Background: an optimization exercise with open tools, aiming at small area, a short achievable clock period and few clock cycles per item. Do not read the settings as production practice.
At most, simulation tests tie the RTL to the original design; equivalence was not proved.

Design pattern_encoder, start of the top module:
module pattern_encoder #(
    parameter int INDEX_WIDTH = 32,
    parameter int ADDR_WIDTH  = 48,
    parameter int DATA_WIDTH  = 64
) (
    input  logic                   clk,
    input  logic                   rst,
    input  logic                   start,
    input  logic [ADDR_WIDTH-1:0]  start_addr,
    input  logic                   index_push,
    input  logic [INDEX_WIDTH-1:0] row,
    input  logic [INDEX_WIDTH-1:0] col,
    output logic                   index_stall,
    input  logic                   finish,
    output logic                   wr_req,
    input  logic                   wr_stall,
    output logic [ADDR_WIDTH-1:0]  wr_addr,
    output logic [DATA_WIDTH-1:0]  wr_data,
    output logic                   done,
    output logic [ADDR_WIDTH-1:0]  word_count
);
Size in the first run: roughly 2,800 cells after synthesis, ~390 flip-flops, about 280 I/O pins, ~25,000 um2 of cells after synthesis.
==> module pattern_encoder, before the edit <==
module pattern_encoder #(
    parameter int INDEX_WIDTH = 32,
    parameter int ADDR_WIDTH  = 48,
    parameter int DATA_WIDTH  = 64
) (
    input  logic                   clk,
    input  logic                   rst,
    input  logic                   start,
    input  logic [ADDR_WIDTH-1:0]  start_addr,
    input  logic                   index_push,
    input  logic [INDEX_WIDTH-1:0] row,
    input  logic [INDEX_WIDTH-1:0] col,
    output logic                   index_stall,
    input  logic                   finish,
    output logic                   wr_req,
    input  logic                   wr_stall,
    output logic [ADDR_WIDTH-1:0]  wr_addr,
    output logic [DATA_WIDTH-1:0]  wr_data,
    output logic                   done,
    output logic [ADDR_WIDTH-1:0]  word_count
);
    localparam int IW = INDEX_WIDTH;
    localparam int VW = IW + 1;              
    localparam int LW = 6;                   
    localparam int CW = 1 + LW + VW;         
    localparam int BW = DATA_WIDTH - 1 + CW;       
    localparam int FW = 7;                   
    localparam int KR = 8;                   
    localparam int KC = CW - 2 * (1 + LW) - KR;    
    function automatic logic [LW-1:0] bitlen(input logic [VW-1:0] v);
        logic [LW-1:0] n;
        n = '0;
        for (int i = 0; i < VW; i++)
            if (v[i]) n = LW'(i + 1);
        bitlen = n;
    endfunction
    function automatic logic [2:0] msb(input logic [7:0] v);
        logic [2:0] n;
        n = '0;
        for (int i = 0; i < 8; i++)
            if (v[i]) n = 3'(i);
        msb = n;
    endfunction
    function automatic logic [LW-1:0] codelen(input logic [VW-1:0] v);
        logic [LW-1:0] n;
        n = LW'(7);
        for (int i = 0; i < VW; i++)
            if (v[i]) n = LW'(i + 8);
        codelen = n;
    endfunction
    logic          active_q;      
    logic          first_q;       
    logic [IW-1:0] lrow_q, lcol_q;    
    logic          s0_v_q, s0_f_q;    
    logic          s0_hr_q;           
    logic          s0_rd_q;           
    logic [IW-1:0] s0_vr_q;
    logic [VW-1:0] s0_vc_q;
    logic          s1_v_q, s1_end_q;
    logic [CW-1:0] s1_code_q;
    logic [LW-1:0] s1_len_q;
    logic [BW-1:0]         buf_q;
    logic [FW-1:0]         fill_q;       
    logic                  fl_q;         
    logic                  wr_req_q, done_q;
    logic [ADDR_WIDTH-1:0] addr_q, cnt_q;
    logic room, pack, adv1, short, rowc, s0_last, adv0, take_pair;
    assign room    = !fill_q[6];
    assign pack    = s1_v_q && room;
    assign adv1    = !s1_v_q || room;
    assign short   = (s0_vr_q[IW-1:KR] == '0) && (s0_vc_q[VW-1:KC] == '0);
    assign rowc    = s0_v_q && s0_hr_q && !s0_rd_q && !short;  
    assign s0_last = adv1 && !rowc;
    assign adv0    = !(s0_v_q || s0_f_q) || s0_last;
    assign index_stall = s0_v_q && !s0_last;
    assign take_pair   = index_push && !index_stall;
    logic          ru;
    logic [IW-1:0] vr;
    logic [VW-1:0] vc;
    assign ru = row != lrow_q;
    assign vr = row - lrow_q;
    assign vc = (ru || first_q) ? {1'b0, col} + VW'(1)
                                : {1'b0, col - lcol_q};
    logic [LW-1:0] wr, wc;
    logic [CW-1:0] code, both;
    logic [LW-1:0] len;
    assign wr   = bitlen({1'b0, s0_vr_q});
    assign wc   = bitlen(s0_vc_q);
    assign both = CW'({s0_vr_q[KR-1:0], wr, 1'b1})
                | (CW'({s0_vc_q[KC-1:0], wc, 1'b0, 8'b0}) << msb(s0_vr_q[KR-1:0]));
    assign code = !s0_v_q              ? CW'(1)
                : rowc                 ? CW'({s0_vr_q, wr, 1'b1})
                : s0_hr_q && !s0_rd_q  ? both
                :                        {s0_vc_q, wc, 1'b0};
    assign len  = !s0_v_q              ? LW'(7)
                : rowc                 ? codelen({1'b0, s0_vr_q})
                : s0_hr_q && !s0_rd_q  ? codelen({1'b0, s0_vr_q})
                                         + codelen(s0_vc_q)
                :                        codelen(s0_vc_q);
    logic [FW-1:0] hp, h;
    logic          full, fl, wr_next, done_next;
    logic [FW-1:0] fill_next;
    logic [BW-1:0] base, app;
    assign hp        = FW'(fill_q[5:0]) + FW'(s1_len_q);
    assign h         = pack ? hp : fill_q;
    assign full      = h[6];
    assign fl        = fl_q || (pack && s1_end_q);
    assign wr_next   = !wr_stall && (full || fl);
    assign done_next = wr_next && fl && (h <= FW'(DATA_WIDTH));
    assign fill_next = !wr_next ? h : full ? {1'b0, h[5:0]} : '0;
    assign base      = wr_req_q ? (buf_q >> DATA_WIDTH)
                     : (fill_q != '0) ? buf_q : '0;
    assign app       = pack ? (BW'(s1_code_q) << fill_q[5:0]) : '0;
    always_ff @(posedge clk or posedge rst) begin
        if (rst) begin
            active_q <= 1'b0;
            first_q  <= 1'b0;
            s0_v_q   <= 1'b0;
            s0_f_q   <= 1'b0;
            s0_rd_q  <= 1'b0;
            s1_v_q   <= 1'b0;
            s1_end_q <= 1'b0;
            fill_q   <= '0;
            fl_q     <= 1'b0;
            wr_req_q <= 1'b0;
            done_q   <= 1'b0;
            cnt_q    <= '0;
        end else begin
            if (start) begin
                active_q <= 1'b1;
                first_q  <= 1'b1;
                cnt_q    <= '0;
            end else begin
                if (done_next) active_q <= 1'b0;
                if (take_pair) first_q <= 1'b0;
                if (wr_next)   cnt_q    <= cnt_q + ADDR_WIDTH'(1);
            end
            if (adv0) begin
                s0_v_q  <= index_push;
                s0_f_q  <= finish || (s0_v_q && s0_f_q);
                s0_rd_q <= 1'b0;
            end else if (adv1 && rowc) begin
                s0_rd_q <= 1'b1;
            end
            if (adv1) begin
                s1_v_q   <= s0_v_q || s0_f_q;
                s1_end_q <= !s0_v_q && s0_f_q;
            end
            fill_q   <= fill_next;
            fl_q     <= fl && !done_next;
            wr_req_q <= wr_next;
            done_q   <= done_next;
        end
    end
    always_ff @(posedge clk) begin
        if (take_pair) begin
            s0_vr_q <= vr;
            s0_vc_q <= vc;
            s0_hr_q <= ru;
        end
        if (start) begin
            lrow_q <= '0;
        end else if (take_pair) begin
            lrow_q <= row;
        end
        if (take_pair) lcol_q <= col;
        if (adv1) begin
            s1_code_q <= code;
            s1_len_q  <= len;
        end
        buf_q <= base | app;
        if (start)         addr_q <= start_addr;
        else if (wr_req_q) addr_q <= addr_q + ADDR_WIDTH'(DATA_WIDTH / 8);
    end
    assign wr_req     = wr_req_q;
    assign wr_addr    = addr_q;
    assign wr_data    = buf_q[DATA_WIDTH-1:0];
    assign done       = done_q;
    assign word_count = cnt_q;
endmodule
export LEC_CHECK = 0
export CAP_MARGIN = 20
export CORE_MARGIN = 2
export CORE_UTILIZATION = 60
export PLACE_DENSITY = 0.7
export SETUP_SLACK_MARGIN = 3.5
export SLEW_MARGIN = 20
create_clock -name core_clock -period 7.0 [get_ports {clk}]
standard.sh (not shown) runs the stock make flow with config.mk's settings and CLKGATE_MAP_FILE= SYNTH_SCRIPT=/design/flow/synth_recipe.tcl, a recipe that flattens the netlist after the stock synthesis.
==> flow/flow/run.sh <==
#!/bin/bash
export BUFFER_PORTS_ARGS="-buffer_cell sky130_fd_sc_hd__buf_2"
bash standard.sh > standard.log 2>&1
The first run finished clean.
Change:
--- a/flow/design.v
+++ b/flow/design.v
@@ -23,24 +23,24 @@
     localparam int VW = IW + 1;              
     localparam int LW = 6;                   
     localparam int CW = 1 + LW + VW;         
     localparam int BW = DATA_WIDTH - 1 + CW;       
     localparam int FW = 7;                   
-    localparam int KR = 8;                   
+    localparam int KR = 10;                  
     localparam int KC = CW - 2 * (1 + LW) - KR;    
     function automatic logic [LW-1:0] bitlen(input logic [VW-1:0] v);
         logic [LW-1:0] n;
         n = '0;
         for (int i = 0; i < VW; i++)
             if (v[i]) n = LW'(i + 1);
         bitlen = n;
     endfunction
-    function automatic logic [2:0] msb(input logic [7:0] v);
-        logic [2:0] n;
+    function automatic logic [3:0] msb(input logic [KR-1:0] v);
+        logic [3:0] n;
         n = '0;
-        for (int i = 0; i < 8; i++)
-            if (v[i]) n = 3'(i);
+        for (int i = 0; i < KR; i++)
+            if (v[i]) n = 4'(i);
         msb = n;
     endfunction
     function automatic logic [LW-1:0] codelen(input logic [VW-1:0] v);
         logic [LW-1:0] n;
         n = LW'(7);
@@ -52,52 +52,56 @@
     logic          first_q;       
     logic [IW-1:0] lrow_q, lcol_q;    
     logic          s0_v_q, s0_f_q;    
     logic          s0_hr_q;           
     logic          s0_rd_q;           
+    logic          s0_sh_q;           
     logic [IW-1:0] s0_vr_q;
     logic [VW-1:0] s0_vc_q;
     logic          s1_v_q, s1_end_q;
     logic [CW-1:0] s1_code_q;
     logic [LW-1:0] s1_len_q;
     logic [BW-1:0]         buf_q;
     logic [FW-1:0]         fill_q;       
     logic                  fl_q;         
     logic                  wr_req_q, done_q;
     logic [ADDR_WIDTH-1:0] addr_q, cnt_q;
-    logic room, pack, adv1, short, rowc, s0_last, adv0, take_pair;
+    logic room, pack, adv1, rowc, s0_last, adv0, take_pair;
     assign room    = !fill_q[6];
     assign pack    = s1_v_q && room;
     assign adv1    = !s1_v_q || room;
-    assign short   = (s0_vr_q[IW-1:KR] == '0) && (s0_vc_q[VW-1:KC] == '0);
-    assign rowc    = s0_v_q && s0_hr_q && !s0_rd_q && !short;  
+    assign rowc    = s0_v_q && s0_hr_q && !s0_rd_q && !s0_sh_q;  
     assign s0_last = adv1 && !rowc;
     assign adv0    = !(s0_v_q || s0_f_q) || s0_last;
     assign index_stall = s0_v_q && !s0_last;
     assign take_pair   = index_push && !index_stall;
-    logic          ru;
+    logic          ru, sh;
     logic [IW-1:0] vr;
     logic [VW-1:0] vc;
     assign ru = row != lrow_q;
+    assign sh = (row[IW-1:KR] == lrow_q[IW-1:KR]) && (col[IW-1:KC-1] == '0);
     assign vr = row - lrow_q;
     assign vc = (ru || first_q) ? {1'b0, col} + VW'(1)
                                 : {1'b0, col - lcol_q};
     logic [LW-1:0] wr, wc;
     logic [CW-1:0] code, both;
+    logic [LW-1:0] wrs, wcs;
     logic [LW-1:0] len;
     assign wr   = bitlen({1'b0, s0_vr_q});
     assign wc   = bitlen(s0_vc_q);
-    assign both = CW'({s0_vr_q[KR-1:0], wr, 1'b1})
-                | (CW'({s0_vc_q[KC-1:0], wc, 1'b0, 8'b0}) << msb(s0_vr_q[KR-1:0]));
+    assign wrs  = bitlen(VW'(s0_vr_q[KR-1:0]));
+    assign wcs  = bitlen(VW'(s0_vc_q[KC-1:0]));
+    assign both = CW'({s0_vr_q[KR-1:0], wrs, 1'b1})
+                | (CW'({s0_vc_q[KC-1:0], wcs, 1'b0, 8'b0})
+                   << msb(s0_vr_q[KR-1:0]));
     assign code = !s0_v_q              ? CW'(1)
                 : rowc                 ? CW'({s0_vr_q, wr, 1'b1})
                 : s0_hr_q && !s0_rd_q  ? both
                 :                        {s0_vc_q, wc, 1'b0};
     assign len  = !s0_v_q              ? LW'(7)
                 : rowc                 ? codelen({1'b0, s0_vr_q})
-                : s0_hr_q && !s0_rd_q  ? codelen({1'b0, s0_vr_q})
-                                         + codelen(s0_vc_q)
+                : s0_hr_q && !s0_rd_q  ? LW'(14) + wrs + wcs
                 :                        codelen(s0_vc_q);
     logic [FW-1:0] hp, h;
     logic          full, fl, wr_next, done_next;
     logic [FW-1:0] fill_next;
     logic [BW-1:0] base, app;
@@ -155,10 +159,11 @@
     always_ff @(posedge clk) begin
         if (take_pair) begin
             s0_vr_q <= vr;
             s0_vc_q <= vc;
             s0_hr_q <= ru;
+            s0_sh_q <= sh;
         end
         if (start) begin
             lrow_q <= '0;
         end else if (take_pair) begin
             lrow_q <= row;
Routed wire length rises by 6.4%. Area after synthesis rises by 1.0%. Die area rises by 0.99%. Synthesized cell count barely changes. Core utilization rises by 0.64 points. Global-route usage rises by 1.5 points. Sequential share of layout area falls by 0.35 points. Via count rises by 1.9%. Worst setup slack gains 490 ps. Design area rises by 1.4%. Count of clock-buffer cells in the layout falls by 13. Flip-flop and latch count rises by 1. Cell count falls by 0.75%. Clock skew rises by 15 ps.
Testbench counts after the change, summed over its fixed seeds: cycles 17,280, items 14,352.
Only the layout flow was run in the first run of this note; the RTL was not checked for function there.

## what the ideal ports hide
Ports are ideal in the flow. The routed layouts listed here were re-timed in OpenROAD. Step 1 sets driving cells, clkbuf_16 on the clock port and buf_2 on the other inputs (assumed; they add their load-dependent delay and slew). Step 2 moves the port delays by t, midway between the first and last clock arrival at a register: inputs arrive t later, outputs are due t later. That takes back most of the time a late clock gives input paths. a / b / c = no drivers / after step 1 / after step 2; a / b = the first two.
run | shift t [ns] | slack for setup (ns) | hold WS [ns] | pins driven straight from the clock port
the first run | 0.633 | 2.993 / 2.934 / 2.986 | 0.452 / 0.452 / 0.452 | 1
the second run | 0.645 | 3.487 / 3.487 / 2.892 | 0.452 / 0.452 / 0.452 | 1
After both steps every run listed still meets setup and hold. For the second run, which loses most, drivers alone change the setup slack by 0.000 ns; drivers and shift together by -0.595 ns.
